From an optimization exercise on the open Yosys and OpenROAD flow, aimed at small area, a short achievable clock period and few clock cycles; shortcuts taken in it are not production practice.
RTL that was checked went through simulation tests only; none was proved equivalent to the original.
Power and IR drop assume default switching activity.

Setup of run A:
Design elgamal_signature_verify_unit, start of the top module:
module elgamal_signature_verify_unit (
	input  logic                  clk,
	input  logic                  arst_n,
	input  logic                  cfg_valid,
	output logic                  cfg_ready,
	input  logic [1:0]            cfg_index,
	input  logic [elg_pkg::W-1:0] cfg_data,
	input  logic                  start,
	output logic                  busy,
	input  logic [3*elg_pkg::W-1:0] item,
	output logic                  done,
	output logic [2*elg_pkg::W:0] result
);
Size in the first run: ~3000 cells after synthesis, ~480 flip-flops, ~200 I/O pins.
==> flow/config.mk <==
export PLATFORM = sky130hd
export DESIGN_NAME = elgamal_signature_verify_unit
export DESIGN_NICKNAME = elgamal_signature_verify_unit
export VERILOG_FILES = /design/flow/design.v
export SDC_FILE = /design/flow/constraint.sdc
export NUM_CORES = 4
export LEC_CHECK = 0
export CAP_MARGIN = 20
export CORE_MARGIN = 2
export CORE_UTILIZATION = 72
export SETUP_SLACK_MARGIN = 5
export SLEW_MARGIN = 20
export TNS_END_PERCENT = 5
==> flow/constraint.sdc <==
create_clock -name core_clock -period 9.0 [get_ports {clk}]
set_input_delay 1.8000 -clock core_clock [delete_from_list [all_inputs] [get_ports {clk}]]
set_output_delay 1.8000 -clock core_clock [all_outputs]
set_load 0.01 [all_outputs]
run.sh (not shown) runs the stock make flow with config.mk's settings and CLKGATE_MAP_FILE= SYNTH_SCRIPT=/design/flow/synth_recipe.tcl, a recipe that flattens the netlist after the stock synthesis.
Run A closes out successfully: all stages finished, all timing, DRC and antenna checks passed.
Testbench counts of run A, summed over its fixed seeds: cycles 360,580.
Setup changes, run A to run B
Settings: CORE_UTILIZATION now 65, was 72.
## What came out
Run B completed end to end with timing, DRC and antenna clean. A critical path launch point of sv_q[0] is what run B shows, while abits_q[0] belongs to run A. On tightest hold margin, run B and run A are basically level. Run B and run A ended up with nearly the same combinational fraction of design power. Summary — leakage power of the design, run B relative to run A: lower, by 0.59%. met3 layer usage reported by global route in run B is 3.6 points lower than in run A.
What run C does differently from run B at the input level:
Settings: CORE_UTILIZATION changed from 65 to 60; TNS_END_PERCENT changed from 5 to 1.
Findings:
Taking run B as the reference, in run C register fraction of the total cell area climbed 0.36 points, setup slack decreased 0.072 ns, global-route track usage on met2 moved down, placement-stage cell area stayed essentially flat, design area now smaller.
Of the two values seen for cell with the largest stage delay on the worst path, fa_2 was produced by run C and dfxtp_1 by run B.
Summary of run C over run B: maximum clock skew at final layout has increased; combinational power has decreased.
The following lists how run D was set up differently from run C:
Settings: changing TNS_END_PERCENT from 1 to 5.
Taking run C as the reference, in run D ratio of final minimum period to clock period now sits higher, cell leakage power now sits higher. Summary of run D over run C: measured slew at the worst slew-check pin has increased; register area has remained practically unchanged; length of routed wiring on met1 has remained practically unchanged; number of non-clock buffers in the layout has increased; count of non-filler cells in the finished layout has increased. Re synthesis-to-layout area growth: run D is 1.8 points up on run C. Of run D and run C, the higher logic depth of the worst path, buffers included belongs to run D.
Changes in run E relative to run D:
Settings: swapping 5 for 1 in TNS_END_PERCENT; swapping 60 for 65 in CORE_UTILIZATION.
Run D → run E: initial detailed-routing violation count went up 5.5%; data arrival time of the worst path went down 0.22 ns; proportion of cell area occupied by multi-input gates went up 0.22 points.
In the metrics for run D and run E, the one carrying the higher post-route cell area is run D.
Summary of run E over run D: number of instances resized during post-cts repair shows an increase of 46%, worst hold slack increased by 0.0059 ns relative to the old numbers, power dropped about 5%, minimum period implied by the final worst setup slack lower, non-clock buffer count decreased by 31 relative to the old numbers.
First-pass GRT wire length on run E is ahead of run D.
Cell with the largest stage delay on the worst path = fa_1: run D; cell with the largest stage delay on the worst path = a221o_1: run E
Route | run E vs run D | wire shorter in run E

* * *

elgamal_signature_verify_unit, a different RTL version from the one above (not shown whole).
Size in the first run: ~2900 cells after synthesis, ~200 I/O pins.
Settings: LEC_CHECK=0, CAP_MARGIN=20, CORE_MARGIN=2, CORE_UTILIZATION=40, SETUP_SLACK_MARGIN=5, SLEW_MARGIN=20; clock period 9.0 ns.
Change:
SETUP_SLACK_MARGIN = unset   (was 5)
Cell area fell by 13%.
Sequential power is lower by about 2%.
Core utilization falls by 6.9 points.
First-iteration DRC count is lower by 15%.
Die area stays the same.
Non-clock buffer count drops by 275.
Change:
CORE_UTILIZATION = 60   (was 40)
SETUP_SLACK_MARGIN = 5   (was unset)
TNS_END_PERCENT = 5   (was unset)
Total power came out higher by 1.2%.
Die area came out lower by 33%.
Register-to-register slack improved by 1.4 ns.
Setup slack improved by 1.4 ns.
Synthesized cell count does not change.
Sequential share of layout area came out lower by 0.63 points.
Sequential power came out higher by about 1%.
Clock skew came out higher by 0.012 ns.
Global-route usage came out higher by 12 points.
Clock power came out lower by about 5%.
No functional check of the RTL was part of any run of this note.

separate check: timing with driven ports:
The results above use ideal ports. As a check the final layouts listed here were re-extracted and re-timed, cells and wires unchanged.
Step 1 (the two cells are an assumption about what drives the block):
set clk [get_ports {clk}]
set_driving_cell -lib_cell sky130_fd_sc_hd__clkbuf_16 $clk
set_driving_cell -lib_cell sky130_fd_sc_hd__buf_2 [delete_from_list [all_inputs] $clk]
Step 2 times the ports against the registers' clock, not the clock port: input delays grow and output delays shrink by t, the midpoint of the rising clock arrivals with the driver on.
Three values: ideal ports, drivers, drivers and shift; two values: the first two.
run | t, ns | setup WS [ns] | worst setup path after step 2 | latest minus earliest clock arrival (ns) | slew at the worst register clock pin (ns)
run A | 0.661 | 4.601 / 4.601 / 4.491 | input to register | 0.029 / 0.029 | 0.09 / 0.09
run B | 0.662 | 4.702 / 4.702 / 4.471 | input to register | 0.028 / 0.028 | 0.07 / 0.07
run C | 0.671 | 4.630 / 4.630 / 4.630 | register to register | 0.033 / 0.033 | 0.06 / 0.06
run D | 0.676 | 4.602 / 4.602 / 4.602 | register to register | 0.032 / 0.032 | 0.07 / 0.07
run E | 0.673 | 4.664 / 4.664 / 4.664 | register to register | 0.025 / 0.026 | 0.07 / 0.07
the first run of note 2 | 0.680 | 4.046 / 4.046 / 4.046 | register to register | 0.024 / 0.025 | 0.07 / 0.07
the second run of note 2 | 0.671 | 2.800 / 2.800 / 2.800 | register to register | 0.018 / 0.018 | 0.07 / 0.07
the third run of note 2 | 0.672 | 4.185 / 4.185 / 4.185 | register to register | 0.031 / 0.031 | 0.07 / 0.07
After both steps every run listed still meets setup and hold. For run B, which loses most, drivers alone change the setup slack by 0.000 ns; drivers and shift together by -0.231 ns.
